From an optimization exercise on the open Yosys and OpenROAD flow, aimed at small area; shortcuts taken in it are not production practice.
In this exercise RTL edits were held to simulation tests only and were not proved equivalent to the original.
No activity file was given, so power comes from the tool's default toggle rates.

== main ==
## writeBackStage
module writeBackStage (
	input  wire logic                      dCacheCoreBus,
	input  wire logic                      arstN,
	input  wire logic                      canWriteBack,
	input  wire logic                      kill,
	input  wire logic [4-1:0]   srcReg1,
	input  wire logic                      srcReg1Valid,
	input  wire logic [4-1:0]   srcReg2,
	input  wire logic                      srcReg2Valid,
	input  wire logic [4-1:0]   destReg,
	input  wire logic [4-1:0]   destRegSpecial,
	input  wire logic                      destRegSpecialValid,
	input  wire logic                      isMemDest,
	input  wire logic [64-1:0]  memAddrDest,
	input  wire logic [64-1:0]  aluResult,
	input  wire logic [64-1:0]  aluResultSpecial,
	input  wire logic                      setInUse,
	input  wire logic [4-1:0]   setInUseReg,
	input  wire logic [4-1:0]   readAddr,
	input  wire logic                      reqAck,
	output logic      [64-1:0]  readData,
	output logic      [16-1:0]   inUseMap,
	output logic                           reqCyc,
	output logic      [64-1:0]  reqAddr,
	output logic      [64-1:0]  reqData,
	output writeBackPkg::reqTagT           reqTag,
	output logic                           stallOnMemWr,
	output logic                           writeBackSuccessful,
	output logic                           memFault
);
Size: roughly 1200 flip-flops, roughly 450 I/O pins.
export LEC_CHECK = 0
export CAP_MARGIN = 5
export CELL_PAD_IN_SITES_DETAIL_PLACEMENT = 1
export CELL_PAD_IN_SITES_GLOBAL_PLACEMENT = 2
export CORE_MARGIN = 2
export CORE_UTILIZATION = 30
export CTS_BUF_LIST = sky130_fd_sc_hd__clkbuf_4 sky130_fd_sc_hd__clkbuf_8
export PLACE_DENSITY = 0.4
export SLEW_MARGIN = 5
export SYNTH_HIERARCHICAL = 1
export SYNTH_MINIMUM_KEEP_SIZE = 0
create_clock -name core_clock -period 8.0 [get_ports {dCacheCoreBus}]
standard.sh (not shown) runs the stock make flow with config.mk's settings and CLKGATE_MAP_FILE= SYNTH_SCRIPT=/design/flow/synth_recipe.tcl, a recipe that flattens the netlist after the stock synthesis.
==> flow/flow/run.sh <==
#!/bin/bash
set -euo pipefail
bash standard.sh \
  "BUFFER_PORTS_ARGS=-buffer_cell sky130_fd_sc_hd__buf_1" \
  "CTS_ARGS=-sink_clustering_enable -repair_clock_nets -dont_use_dummy_load -sink_clustering_size 18 -sink_clustering_max_diameter 70 -buf_list {sky130_fd_sc_hd__clkbuf_4 sky130_fd_sc_hd__clkbuf_8}" \
  finish > flow_make.log 2>&1
Every stage of the flow completed for main, and the final layout passed the timing, design-rule and antenna checks.
The following lists how the feature branch was set up differently from main:
Settings: CTS_BUF_LIST changed from sky130_fd_sc_hd__clkbuf_4 sky130_fd_sc_hd__clkbuf_8 to sky130_fd_sc_hd__clkbuf_4; CORE_UTILIZATION changed from 30 to 45; PLACE_DENSITY changed from 0.4 to 0.55.
==> flow/flow/run.sh <==
#!/bin/bash
set -euo pipefail
bash standard.sh \
  "BUFFER_PORTS_ARGS=-buffer_cell sky130_fd_sc_hd__buf_1" \
  "CTS_ARGS=-sink_clustering_enable -repair_clock_nets -dont_use_dummy_load -sink_clustering_size 10 -sink_clustering_max_diameter 50 -buf_list {sky130_fd_sc_hd__clkbuf_4}" \
  finish > flow_make.log 2>&1
### Flow results
- Core utilization: the feature branch higher than main
- The feature branch finished every step from synthesis to the final layout, and the layout passed the timing, design-rule and antenna checks.
- | maximum operating frequency | higher: the feature branch |
- Re clock period minus final worst setup slack: the feature branch and main aren't equal, and the lower value belongs to the feature branch.
- Of the feature branch and main, the lower post-route clock skew belongs to the feature branch.


## oak
writeBackStage, a different RTL version from the one above (not shown whole).
Size: roughly 3300 cells after synthesis, roughly 450 I/O pins, roughly 44000 µm² of cells after synthesis.
export LEC_CHECK = 0
export CAP_MARGIN = 20
export CELL_PAD_IN_SITES_DETAIL_PLACEMENT = 1
export CELL_PAD_IN_SITES_GLOBAL_PLACEMENT = 2
export CORE_MARGIN = 2
export CORE_UTILIZATION = 30
export CTS_BUF_LIST = sky130_fd_sc_hd__clkbuf_4 sky130_fd_sc_hd__clkbuf_8
export PLACE_DENSITY = 0.4
export SLEW_MARGIN = 20
export SYNTH_HIERARCHICAL = 1
export SYNTH_MINIMUM_KEEP_SIZE = 0
create_clock -name core_clock -period 8.0 [get_ports {dCacheCoreBus}]
==> flow/flow/run.sh <==
#!/bin/bash
set -euo pipefail
bash standard.sh \
  "BUFFER_PORTS_ARGS=-buffer_cell sky130_fd_sc_hd__buf_1" \
  "CTS_ARGS=-sink_clustering_enable -repair_clock_nets -dont_use_dummy_load -buf_list {sky130_fd_sc_hd__clkbuf_4 sky130_fd_sc_hd__clkbuf_8}" \
  finish > flow_make.log 2>&1
oak: full flow OK, the timing, design-rule and antenna checks passed
The following lists how pine was set up differently from oak:
# oak
export LEC_CHECK = 0
export CAP_MARGIN = 20
export CELL_PAD_IN_SITES_DETAIL_PLACEMENT = 1
export CELL_PAD_IN_SITES_GLOBAL_PLACEMENT = 2
export CORE_MARGIN = 2
export CORE_UTILIZATION = 30
export CTS_BUF_LIST = sky130_fd_sc_hd__clkbuf_4 sky130_fd_sc_hd__clkbuf_8
export PLACE_DENSITY = 0.4
export SLEW_MARGIN = 20
export SYNTH_HIERARCHICAL = 1
export SYNTH_MINIMUM_KEEP_SIZE = 0
create_clock -name core_clock -period 8.0 [get_ports {dCacheCoreBus}]
# pine
export LEC_CHECK = 0
export CAP_MARGIN = 5
export CELL_PAD_IN_SITES_DETAIL_PLACEMENT = 1
export CELL_PAD_IN_SITES_GLOBAL_PLACEMENT = 2
export CORE_MARGIN = 2
export CORE_UTILIZATION = 30
export CTS_BUF_LIST = sky130_fd_sc_hd__clkbuf_4 sky130_fd_sc_hd__clkbuf_8
export PLACE_DENSITY = 0.4
export SLEW_MARGIN = 5
export SYNTH_HIERARCHICAL = 1
export SYNTH_MINIMUM_KEEP_SIZE = 0
create_clock -name core_clock -period 8.0 [get_ports {dCacheCoreBus}]
==> flow/flow/run.sh <==
#!/bin/bash
set -euo pipefail
bash standard.sh \
  "BUFFER_PORTS_ARGS=-buffer_cell sky130_fd_sc_hd__buf_1" \
  "CTS_ARGS=-sink_clustering_enable -repair_clock_nets -dont_use_dummy_load -sink_clustering_size 14 -sink_clustering_max_diameter 50 -buf_list {sky130_fd_sc_hd__clkbuf_4 sky130_fd_sc_hd__clkbuf_8}" \
  finish > flow_make.log 2>&1
Results
- Between oak and pine, the first-iteration DRC count is lower for oak.
- Per the final summary, pine finished and its layout is clean on timing, DRC and antenna.
- Status: final wirelength parity (oak, pine)
- Fraction of the core area covered by cells at the end of the flow: higher on oak
The inputs of birch differ from those of pine as listed below.
==> flow/flow/run.sh <==
#!/bin/bash
set -euo pipefail
bash standard.sh \
  "BUFFER_PORTS_ARGS=-buffer_cell sky130_fd_sc_hd__buf_1" \
  "CTS_ARGS=-sink_clustering_enable -repair_clock_nets -dont_use_dummy_load -sink_clustering_size 16 -sink_clustering_max_diameter 60 -buf_list {sky130_fd_sc_hd__clkbuf_4 sky130_fd_sc_hd__clkbuf_8}" \
  finish > flow_make.log 2>&1
Results
- birch closes out successfully: all stages finished, all timing, DRC and antenna checks passed.
- On global-route usage over all layers, birch and pine are neck and neck.
- On hold slack, birch tracks pine almost exactly.
- Per the comparison of birch with pine, final instance area dropped 0.37%; utilization after layout barely changed; combinational cell fraction of total power climbed 0.2 points.

[what the ideal ports hide]
No port has a modelled driver above. Below, the same layouts with a new extraction and two added sets of constraints. Step 1 sets driving cells, clkbuf_16 on the clock port and buf_2 on the other inputs (assumed; they add their load-dependent delay and slew). Step 2 moves the port delays by t, midway between the first and last clock arrival at a register: inputs arrive t later, outputs are due t later. That takes back most of the time a late clock gives input paths. Slacks: ideal ports / drivers / drivers and shift; pairs: ideal ports / drivers.
run	shift t [ns]	setup WS [ns]	worst setup path at the end
main	0.910	1.825 / 1.797 / 1.797	input to output
the feature branch	1.151	1.857 / 1.830 / 1.830	input to output
oak	0.981	1.772 / 1.745 / 1.745	input to output
pine	0.958	1.784 / 1.752 / 1.752	input to output
birch	0.950	1.760 / 1.729 / 1.729	input to output
After both steps setup and hold are still met in every run listed. For pine, which loses most, drivers alone change the setup slack by -0.032 ns; drivers and shift together by -0.032 ns.
